Source: an optimization exercise on an open RTL-to-GDS flow (aim: small area, a short achievable clock period and few clock cycles). Production flows keep margins and buffers that such runs may drop.
Only simulation tests tie the RTL to the original design; equivalence was not proved.
Power is estimated from default activity; no workload was simulated.

Design csg_ray_span_combine, start of the top module:
module csg_ray_span_combine (
  input  logic                       clk,
  input  logic                       rst,
  input  logic                       cfg_write_en,
  input  logic [csgsc_pkg::OP_W-1:0] cfg_write_data,
  input  logic                       cmd_valid,
  output logic                       cmd_ready,
  input  csgsc_pkg::cmd_beat_t       cmd_beat,
  output logic                       res_valid,
  input  logic                       res_ready,
  output csgsc_pkg::res_beat_t       res_beat
);
export LEC_CHECK = 0
export CAP_MARGIN = 20
export CORE_MARGIN = 2
export CORE_UTILIZATION = 40
export CTS_CLUSTER_DIAMETER = 120
export CTS_CLUSTER_SIZE = 22
export SETUP_SLACK_MARGIN = 3.0
export SLEW_MARGIN = 20
create_clock -name core_clock -period 5.5 [get_ports {clk}]
standard.sh (not shown) runs the stock make flow with config.mk's settings and CLKGATE_MAP_FILE= SYNTH_SCRIPT=/design/flow/synth_recipe.tcl, a recipe that flattens the netlist after the stock synthesis.
==> flow/flow/run.sh <==
#!/bin/bash
# Standard layout, with the port buffers made from buf_4 instead of the
# slow delay buffer buffer_ports picks by default.
set -euo pipefail
export BUFFER_PORTS_ARGS="-buffer_cell sky130_fd_sc_hd__buf_4"
bash standard.sh > standard_flow.log 2>&1
Testbench counts at the start, summed over its fixed seeds: cycles 5,559.
Then changed:
--- a/flow/design.v
+++ b/flow/design.v
@@ -123,22 +123,22 @@
   end
   assign fin_step  = !wfin && (empty_c || last1 || quiet);
   assign pcur      = pv && !pfin;
   assign need_slot = !wfin && (empty_c || kept || (fin_step && !pcur));
   assign fin_now = go && fin_step && !kept;
   assign emit    = pv && rload && (pfin || (go && need_slot) || fin_now);
   assign wdone   = go && (empty_c || last1);
   assign wfree   = !wv || wdone;
   logic wa_h0, wa_h1, wb_h0, wb_h1;
-  assign wa_h0 = wr_a && (pop_a ? (occa == 5'd1) : (occa == 5'd0));
-  assign wa_h1 = wr_a && (pop_a ? (occa == 5'd2) : (occa == 5'd1));
-  assign wb_h0 = wr_b && (pop_b ? (occb == 5'd1) : (occb == 5'd0));
-  assign wb_h1 = wr_b && (pop_b ? (occb == 5'd2) : (occb == 5'd1));
+  assign wa_h0 = pop_a ? (occa == 5'd1) : (occa == 5'd0);
+  assign wa_h1 = pop_a ? (occa == 5'd2) : (occa == 5'd1);
+  assign wb_h0 = pop_b ? (occb == 5'd1) : (occb == 5'd0);
+  assign wb_h1 = pop_b ? (occb == 5'd2) : (occb == 5'd1);
   function automatic logic lt_f(input logic [DW-1:0] a, input logic [DW-1:0] b);
     logic [DW-1:0] l, e;
     logic [DW-1:0] a2, b2;
     a2 = {~a[DW-1], a[DW-2:0]};
     b2 = {~b[DW-1], b[DW-2:0]};
     l = ~a2 & b2;
     e = ~(a2 ^ b2);
     for (int w = 1; w < DW; w = w * 2) begin
       for (int i = 0; i + w < DW; i = i + 2 * w) begin
@@ -201,20 +201,20 @@
   logic rdy_n, a16_n, b16_n, na16_n, nb16_n, qf_n;
   assign na16_n = !push && (wr_a ? (cna == 5'd15) : cna[4]);
   assign nb16_n = !push && (wr_b ? (cnb == 5'd15) : cnb[4]);
   assign a16_n  = wr_a ? (pop_a ? occa[4] : (occa == 5'd15)) : (!pop_a && occa[4]);
   assign b16_n  = wr_b ? (pop_b ? occb[4] : (occb == 5'd15)) : (!pop_b && occb[4]);
   assign qf_n   = qpush ? (qpop ? (qn == QW'(QD)) : (qn == QW'(QD - 1)))
                         : (!qpop && (qn == QW'(QD)));
   assign rdy_n  = (na16_n || !a16_n) && (nb16_n || !b16_n) && !qf_n;
   always_ff @(posedge clk) begin
-    if (wr_a) mem_a[wpa] <= ihit;
-    if (wr_b) mem_b[wpb] <= ihit;
+    if (!occa[4]) mem_a[wpa] <= ihit;
+    if (!occb[4]) mem_b[wpb] <= ihit;
     cab <= pop_a ? c_a : pop_b ? c_b : c_0;
     if (wa_h0)      hda0 <= ihit[HW-1:TW];
     else if (pop_a) hda0 <= hda1;
     if (wa_h1)      hda1 <= ihit[HW-1:TW];
     else if (pop_a) hda1 <= mem_a[rpa2][HW-1:TW];
     if (wb_h0)      hdb0 <= ihit[HW-1:TW];
     else if (pop_b) hdb0 <= hdb1;
     if (wb_h1)      hdb1 <= ihit[HW-1:TW];
     else if (pop_b) hdb1 <= mem_b[rpb2][HW-1:TW];
@@ -247,19 +247,19 @@
       qn <= qn_n;
       if (wfree) wv <= (qn != '0) || push;
       if (go && need_slot) pv <= 1'b1;
       else if (emit) pv <= 1'b0;
       if (rload) rfull <= emit;
     end
   end
   always_ff @(posedge clk) begin
     for (int i = 0; i < QD; i++) begin
-      if (qpush && (int'(qn) - (qpop ? 1 : 0) == i)) begin
+      if (int'(qn) - (qpop ? 1 : 0) == i) begin
         qla[i] <= cna; qlb[i] <= cnb; qovf[i] <= drop_new;
       end else if (qpop && i < QD - 1) begin
         qla[i] <= qla[i+1]; qlb[i] <= qlb[i+1]; qovf[i] <= qovf[i+1];
       end
     end
   end
   always_ff @(posedge clk) begin
     wla <= wla_n;
     wlb <= wlb_n;
Wire length fell by 4.3%.
Utilization fell by 0.76 points.
Cell count fell by about 1.2%.
Final area fell by 1.7%.
Critical path depth rose by 2.
Setup slack improved by 120 ps.
Power rose by 7.4%.
Count of clock-buffer cells in the layout rose by 8.
Synthesized area barely changes.
Sequential power rose by about 5%.
Hold slack is about the same.
Non-clock buffer count fell by 53.
First-iteration DRC count fell by 9.7%.
Global-route usage fell by 0.31 points.
Testbench counts after the change, summed over its fixed seeds: cycles 5,559.

* * *

alpha:
The RTL this note starts from:
==> flow/design.v <==
package csgsc_pkg;
  localparam int LIST_DEPTH_DEF = 16;
  localparam int DIST_W = 32;
  localparam int TAG_W = 16;
  localparam int CMD_W = 2;
  localparam int OP_W = 2;
  localparam logic [CMD_W-1:0] CMD_APPEND_A = 2'd0;
  localparam logic [CMD_W-1:0] CMD_APPEND_B = 2'd1;
  localparam logic [CMD_W-1:0] CMD_COMBINE = 2'd2;
  localparam logic [OP_W-1:0] OP_UNION = 2'd0;
  localparam logic [OP_W-1:0] OP_INTER = 2'd1;
  localparam logic [OP_W-1:0] OP_DIFF = 2'd2;
  typedef struct packed {
    logic [CMD_W-1:0] command;
    logic signed [DIST_W-1:0] hit_distance;
    logic [TAG_W-1:0] hit_tag;
  } cmd_beat_t;
  typedef struct packed {
    logic signed [DIST_W-1:0] out_distance;
    logic [TAG_W-1:0] out_tag;
    logic out_valid;
    logic out_last;
    logic overflow;
  } res_beat_t;
  typedef struct packed {
    logic signed [DIST_W-1:0] hit_dist;
    logic [TAG_W-1:0] tag;
  } hit_t;
  typedef struct packed {
    logic append_a;
    logic append_b;
    logic start;
    logic step;
    logic flush;
  } ctl_t;
  typedef struct packed {
    logic walk_done;
    logic step_blocked;
    logic out_can_load;
  } sts_t;
endpackage
module csg_ray_span_combine (
  input  logic                       clk,
  input  logic                       rst,
  input  logic                       cfg_write_en,
  input  logic [csgsc_pkg::OP_W-1:0] cfg_write_data,
  input  logic                       cmd_valid,
  output logic                       cmd_ready,
  input  csgsc_pkg::cmd_beat_t       cmd_beat,
  output logic                       res_valid,
  input  logic                       res_ready,
  output csgsc_pkg::res_beat_t       res_beat
);
  localparam int DW = csgsc_pkg::DIST_W;
  localparam int TW = csgsc_pkg::TAG_W;
  localparam int HW = DW + TW;
  localparam int QD = 3;              
  localparam int QW = $clog2(QD + 1);
  logic          rdy;             
  logic [HW-1:0] mem_a [0:15];
  logic [HW-1:0] mem_b [0:15];
  logic [3:0]    wpa, wpb;        
  logic [3:0]    rpa, rpb;        
  logic [3:0]    rpa2, rpb2;      
  logic [4:0]    occa, occb;      
  logic [4:0]    cna, cnb;        
  logic          drop_new;
  logic [1:0]    bool_op;
  logic signed [DW-1:0] hda0, hda1, hdb0, hdb1;
  logic          cab;             
  logic [4:0]    qla [0:QD-1];
  logic [4:0]    qlb [0:QD-1];
  logic          qovf [0:QD-1];
  logic [QW-1:0] qn;
  logic          wv;              
  logic [4:0]    wla, wlb;        
  logic          a_left, b_left;  
  logic          last1;           
  logic          wovf;
  logic          ina, inb, was_in;
  logic          wfin;            
  logic          pv, pfin, pval, povf;
  logic [HW-1:0] phit;
  logic          rfull;           
  logic acc, app_a, app_b, push, wr_a, wr_b, drop_a, drop_b;
  logic [HW-1:0] ihit;
  assign ihit  = {cmd_beat.hit_distance, cmd_beat.hit_tag};
  assign acc   = rdy && cmd_valid;
  assign app_a = acc && (cmd_beat.command == csgsc_pkg::CMD_APPEND_A);
  assign app_b = acc && (cmd_beat.command == csgsc_pkg::CMD_APPEND_B);
  assign push  = acc && (cmd_beat.command == csgsc_pkg::CMD_COMBINE);
  assign drop_a = app_a && cna[4];
  assign drop_b = app_b && cnb[4];
  assign wr_a   = app_a && !cna[4];
  assign wr_b   = app_b && !cnb[4];
  logic take_a, go, pop_a, pop_b, empty_c;
  logic kept_a, kept_b, kept, need_slot, fin_now, pcur, emit, wdone, wfree;
  logic quiet, fin_step;
  logic rload;
  function automatic logic inside_f(input logic [1:0] op, input logic a,
                                    input logic b);
    case (op)
      csgsc_pkg::OP_INTER: inside_f = a & b;
      csgsc_pkg::OP_DIFF:  inside_f = a & ~b;
      default:             inside_f = a | b;
    endcase
  endfunction
  assign empty_c = !a_left && !b_left;
  assign take_a  = a_left && (!b_left || cab);
  assign rload   = !rfull || res_ready;
  assign go      = wv && (!pv || rload);
  assign pop_a   = go && take_a;
  assign pop_b   = go && !take_a && b_left;
  assign kept_a  = inside_f(bool_op, !ina, inb) != was_in;
  assign kept_b  = inside_f(bool_op, ina, !inb) != was_in;
  assign kept    = !empty_c && (take_a ? kept_a : kept_b);
  always_comb begin
    case (bool_op)
      csgsc_pkg::OP_INTER: quiet = (!a_left && !ina) || (!b_left && !inb);
      csgsc_pkg::OP_DIFF:  quiet = (!a_left && !ina) || (!b_left && inb);
      default:             quiet = (!a_left && ina) || (!b_left && inb);
    endcase
  end
  assign fin_step  = !wfin && (empty_c || last1 || quiet);
  assign pcur      = pv && !pfin;
  assign need_slot = !wfin && (empty_c || kept || (fin_step && !pcur));
  assign fin_now = go && fin_step && !kept;
  assign emit    = pv && rload && (pfin || (go && need_slot) || fin_now);
  assign wdone   = go && (empty_c || last1);
  assign wfree   = !wv || wdone;
  logic wa_h0, wa_h1, wb_h0, wb_h1;
  assign wa_h0 = wr_a && (pop_a ? (occa == 5'd1) : (occa == 5'd0));
  assign wa_h1 = wr_a && (pop_a ? (occa == 5'd2) : (occa == 5'd1));
  assign wb_h0 = wr_b && (pop_b ? (occb == 5'd1) : (occb == 5'd0));
  assign wb_h1 = wr_b && (pop_b ? (occb == 5'd2) : (occb == 5'd1));
  logic c_a, c_b, c_0;
  assign c_a = hda1 < hdb0;
  assign c_b = hda0 < hdb1;
  assign c_0 = hda0 < hdb0;
  logic [4:0] occa_n, occb_n, cna_n, cnb_n, wla_n, wlb_n;
  logic [QW-1:0] qn_n;
  logic qpop, qpush;
  assign cna_n  = push ? 5'd0 : cna + {4'd0, wr_a};
  assign cnb_n  = push ? 5'd0 : cnb + {4'd0, wr_b};
  logic [4:0] occa_p, occa_m, occb_p, occb_m;
  assign occa_p = occa + 5'd1;
  assign occa_m = occa - 5'd1;
  assign occb_p = occb + 5'd1;
  assign occb_m = occb - 5'd1;
  assign occa_n = pop_a ? (wr_a ? occa : occa_m) : (wr_a ? occa_p : occa);
  assign occb_n = pop_b ? (wr_b ? occb : occb_m) : (wr_b ? occb_p : occb);
  assign qpop   = wfree && qn != '0;
  assign qpush  = push && !(wfree && qn == '0);
  assign qn_n   = qn + QW'(qpush) - QW'(qpop);
  logic [4:0] la_src, lb_src, wla_m, wlb_m;
  logic al_n, bl_n, l1_n, al_src, bl_src, l1_src;
  logic wla1, wlb1, wla2, wlb2;
  assign la_src = qn != '0 ? qla[0] : cna;
  assign lb_src = qn != '0 ? qlb[0] : cnb;
  assign al_src = la_src != 5'd0;
  assign bl_src = lb_src != 5'd0;
  assign l1_src = (la_src == 5'd1 && !bl_src) || (lb_src == 5'd1 && !al_src);
  assign wla_m = wla - 5'd1;
  assign wlb_m = wlb - 5'd1;
  assign wla1 = wla == 5'd1;
  assign wlb1 = wlb == 5'd1;
  assign wla2 = wla == 5'd2;
  assign wlb2 = wlb == 5'd2;
  always_comb begin
    if (wfree) begin
      wla_n = la_src; wlb_n = lb_src;
      al_n = al_src; bl_n = bl_src; l1_n = l1_src;
    end else if (pop_a) begin
      wla_n = wla_m; wlb_n = wlb;
      al_n = !wla1; bl_n = b_left;
      l1_n = (wla2 && !b_left) || (wla1 && wlb1);
    end else if (pop_b) begin
      wla_n = wla; wlb_n = wlb_m;
      al_n = a_left; bl_n = !wlb1;
      l1_n = (wlb2 && !a_left) || (wlb1 && wla1);
    end else begin
      wla_n = wla; wlb_n = wlb;
      al_n = a_left; bl_n = b_left; l1_n = last1;
    end
  end
  logic rdy_n, a16_n, b16_n, na16_n, nb16_n, qf_n;
  assign na16_n = !push && (wr_a ? (cna == 5'd15) : cna[4]);
  assign nb16_n = !push && (wr_b ? (cnb == 5'd15) : cnb[4]);
  assign a16_n  = wr_a ? (pop_a ? occa[4] : (occa == 5'd15)) : (!pop_a && occa[4]);
  assign b16_n  = wr_b ? (pop_b ? occb[4] : (occb == 5'd15)) : (!pop_b && occb[4]);
  assign qf_n   = qpush ? (qpop ? (qn == QW'(QD)) : (qn == QW'(QD - 1)))
                        : (!qpop && (qn == QW'(QD)));
  assign rdy_n  = (na16_n || !a16_n) && (nb16_n || !b16_n) && !qf_n;
  always_ff @(posedge clk) begin
    if (wr_a) mem_a[wpa] <= ihit;
    if (wr_b) mem_b[wpb] <= ihit;
    cab <= pop_a ? c_a : pop_b ? c_b : c_0;
    if (wa_h0)      hda0 <= ihit[HW-1:TW];
    else if (pop_a) hda0 <= hda1;
    if (wa_h1)      hda1 <= ihit[HW-1:TW];
    else if (pop_a) hda1 <= mem_a[rpa2][HW-1:TW];
    if (wb_h0)      hdb0 <= ihit[HW-1:TW];
    else if (pop_b) hdb0 <= hdb1;
    if (wb_h1)      hdb1 <= ihit[HW-1:TW];
    else if (pop_b) hdb1 <= mem_b[rpb2][HW-1:TW];
  end
  always_ff @(posedge clk) begin
    if (rst) begin
      rdy <= 1'b1;
      wpa <= '0; wpb <= '0; rpa <= '0; rpb <= '0;
      rpa2 <= 4'd2; rpb2 <= 4'd2;
      occa <= '0; occb <= '0; cna <= '0; cnb <= '0;
      drop_new <= 1'b0;
      bool_op <= csgsc_pkg::OP_UNION;
      qn <= '0;
      wv <= 1'b0;
      pv <= 1'b0;
      rfull <= 1'b0;
    end else begin
      rdy <= rdy_n;
      if (cfg_write_en) bool_op <= cfg_write_data;
      if (wr_a) wpa <= wpa + 4'd1;
      if (wr_b) wpb <= wpb + 4'd1;
      if (pop_a) begin rpa <= rpa + 4'd1; rpa2 <= rpa2 + 4'd1; end
      if (pop_b) begin rpb <= rpb + 4'd1; rpb2 <= rpb2 + 4'd1; end
      occa <= occa_n;
      occb <= occb_n;
      cna <= cna_n;
      cnb <= cnb_n;
      if (push) drop_new <= 1'b0;
      else if (drop_a || drop_b) drop_new <= 1'b1;
      qn <= qn_n;
      if (wfree) wv <= (qn != '0) || push;
      if (go && need_slot) pv <= 1'b1;
      else if (emit) pv <= 1'b0;
      if (rload) rfull <= emit;
    end
  end
  always_ff @(posedge clk) begin
    for (int i = 0; i < QD; i++) begin
      if (qpush && (int'(qn) - (qpop ? 1 : 0) == i)) begin
        qla[i] <= cna; qlb[i] <= cnb; qovf[i] <= drop_new;
      end else if (qpop && i < QD - 1) begin
        qla[i] <= qla[i+1]; qlb[i] <= qlb[i+1]; qovf[i] <= qovf[i+1];
      end
    end
  end
  always_ff @(posedge clk) begin
    wla <= wla_n;
    wlb <= wlb_n;
    a_left <= al_n;
    b_left <= bl_n;
    last1 <= l1_n;
    if (wfree) begin
      wovf <= qn != '0 ? qovf[0] : drop_new;
      ina <= 1'b0; inb <= 1'b0; was_in <= 1'b0;
      wfin <= 1'b0;
    end else if (go && !empty_c) begin
      ina <= ina ^ take_a;
      inb <= inb ^ !take_a;
      was_in <= inside_f(bool_op, ina ^ take_a, inb ^ !take_a);
      if (fin_step) wfin <= 1'b1;
    end
  end
  always_ff @(posedge clk) begin
    if (go && need_slot) begin
      if (kept) begin
        phit <= take_a ? {hda0, mem_a[rpa][TW-1:0]} : {hdb0, mem_b[rpb][TW-1:0]};
        pval <= 1'b1;
      end else begin
        phit <= '0; pval <= 1'b0;
      end
      povf <= wovf;
      pfin <= fin_step;
    end else if (go && fin_step) begin
      pfin <= 1'b1;
    end
  end
  always_ff @(posedge clk) begin
    if (emit) res_beat <= {phit, pval, pfin || fin_now, povf};
  end
  assign cmd_ready = rdy;
  assign res_valid = rfull;
endmodule
export LEC_CHECK = 0
export CAP_MARGIN = 20
export CORE_MARGIN = 2
export CORE_UTILIZATION = 40
export SETUP_SLACK_MARGIN = 2.6
export SLEW_MARGIN = 20
create_clock -name core_clock -period 5.5 [get_ports {clk}]
run.sh (not shown) runs the stock make flow with config.mk's settings and CLKGATE_MAP_FILE= SYNTH_SCRIPT=/design/flow/synth_recipe.tcl, a recipe that flattens the netlist after the stock synthesis.
Stock flow here: none of the scripts above is used.
The final layout from alpha, which completed every stage, passed the timing, DRC and antenna checks at the end of the flow.
Testbench counts of alpha, summed over its fixed seeds: cycles 5,559.
## Diff of input files: beta against alpha
--- a/flow/design.v
+++ b/flow/design.v
@@ -141,47 +141,20 @@
   logic [QW-1:0] qn_n;
   logic qpop, qpush;
   assign cna_n  = push ? 5'd0 : cna + {4'd0, wr_a};
   assign cnb_n  = push ? 5'd0 : cnb + {4'd0, wr_b};
-  logic [4:0] occa_p, occa_m, occb_p, occb_m;
-  assign occa_p = occa + 5'd1;
-  assign occa_m = occa - 5'd1;
-  assign occb_p = occb + 5'd1;
-  assign occb_m = occb - 5'd1;
-  assign occa_n = pop_a ? (wr_a ? occa : occa_m) : (wr_a ? occa_p : occa);
-  assign occb_n = pop_b ? (wr_b ? occb : occb_m) : (wr_b ? occb_p : occb);
+  assign occa_n = occa + {4'd0, wr_a} - {4'd0, pop_a};
+  assign occb_n = occb + {4'd0, wr_b} - {4'd0, pop_b};
   assign qpop   = wfree && qn != '0;
   assign qpush  = push && !(wfree && qn == '0);
   assign qn_n   = qn + QW'(qpush) - QW'(qpop);
-  logic [4:0] la_src, lb_src, wla_m, wlb_m;
-  logic al_n, bl_n, l1_n, al_src, bl_src, l1_src;
-  logic wla1, wlb1, wla2, wlb2;
-  assign la_src = qn != '0 ? qla[0] : cna;
-  assign lb_src = qn != '0 ? qlb[0] : cnb;
-  assign al_src = la_src != 5'd0;
-  assign bl_src = lb_src != 5'd0;
-  assign l1_src = (la_src == 5'd1 && !bl_src) || (lb_src == 5'd1 && !al_src);
-  assign wla_m = wla - 5'd1;
-  assign wlb_m = wlb - 5'd1;
-  assign wla1 = wla == 5'd1;
-  assign wlb1 = wlb == 5'd1;
-  assign wla2 = wla == 5'd2;
-  assign wlb2 = wlb == 5'd2;
   always_comb begin
     if (wfree) begin
-      wla_n = la_src; wlb_n = lb_src;
-      al_n = al_src; bl_n = bl_src; l1_n = l1_src;
-    end else if (pop_a) begin
-      wla_n = wla_m; wlb_n = wlb;
-      al_n = !wla1; bl_n = b_left;
-      l1_n = (wla2 && !b_left) || (wla1 && wlb1);
-    end else if (pop_b) begin
-      wla_n = wla; wlb_n = wlb_m;
-      al_n = a_left; bl_n = !wlb1;
-      l1_n = (wlb2 && !a_left) || (wlb1 && wla1);
+      wla_n = qn != '0 ? qla[0] : cna;
+      wlb_n = qn != '0 ? qlb[0] : cnb;
     end else begin
-      wla_n = wla; wlb_n = wlb;
-      al_n = a_left; bl_n = b_left; l1_n = last1;
+      wla_n = wla - {4'd0, pop_a};
+      wlb_n = wlb - {4'd0, pop_b};
     end
   end
   logic rdy_n, a16_n, b16_n, na16_n, nb16_n, qf_n;
   assign na16_n = !push && (wr_a ? (cna == 5'd15) : cna[4]);
@@ -247,11 +220,11 @@
   end
   always_ff @(posedge clk) begin
     wla <= wla_n;
     wlb <= wlb_n;
-    a_left <= al_n;
-    b_left <= bl_n;
-    last1 <= l1_n;
+    a_left <= wla_n != 5'd0;
+    b_left <= wlb_n != 5'd0;
+    last1 <= (wla_n == 5'd1 && wlb_n == 5'd0) || (wla_n == 5'd0 && wlb_n == 5'd1);
     if (wfree) begin
       wovf <= qn != '0 ? qovf[0] : drop_new;
       ina <= 1'b0; inb <= 1'b0; was_in <= 1'b0;
       wfin <= 1'b0;
Results
Row fraction of met3 tracks used by global routing: beta lower / alpha higher
Between alpha and beta, the post-synthesis instance total is higher for alpha.
Higher post-placement cell count among alpha and beta: alpha
Compared to alpha, beta shows a narrower setup margin.
Of the two candidates, alpha has the worse global-route wire length before repair and beta the better one.
Testbench counts of beta, summed over its fixed seeds: cycles 5,559.

==> port drivers added, routing unchanged <==
How much do the figures lean on ideal ports? The routed layouts below were timed once more, with nothing changed but the port constraints.
Step 1 assumes that a clkbuf_16 drives the clock port and a buf_2 every other input.
Step 2 also shifts input and output timing later by t, the mid clock arrival at the registers, as if the neighbouring blocks saw the same clock.
a / b / c = no drivers / after step 1 / after step 2; a / b = the first two.
run	shift t [ns]	setup slack, ns	slew at the worst register clock pin (ns)	pins driven straight from the clock port
the first run of note 1	0.837	2.754 / 2.783 / 1.947	0.10 / 0.10	1
the second run of note 1	0.849	2.878 / 2.850 / 2.295	0.10 / 0.10	1
alpha	0.893	2.661 / 2.588 / 1.821	0.07 / 0.07	1
beta	0.902	2.579 / 2.595 / 1.727	0.07 / 0.07	1
After both steps setup and hold are still met in every run listed. For beta, which loses most, drivers alone change the setup slack by +0.016 ns; drivers and shift together by -0.852 ns.
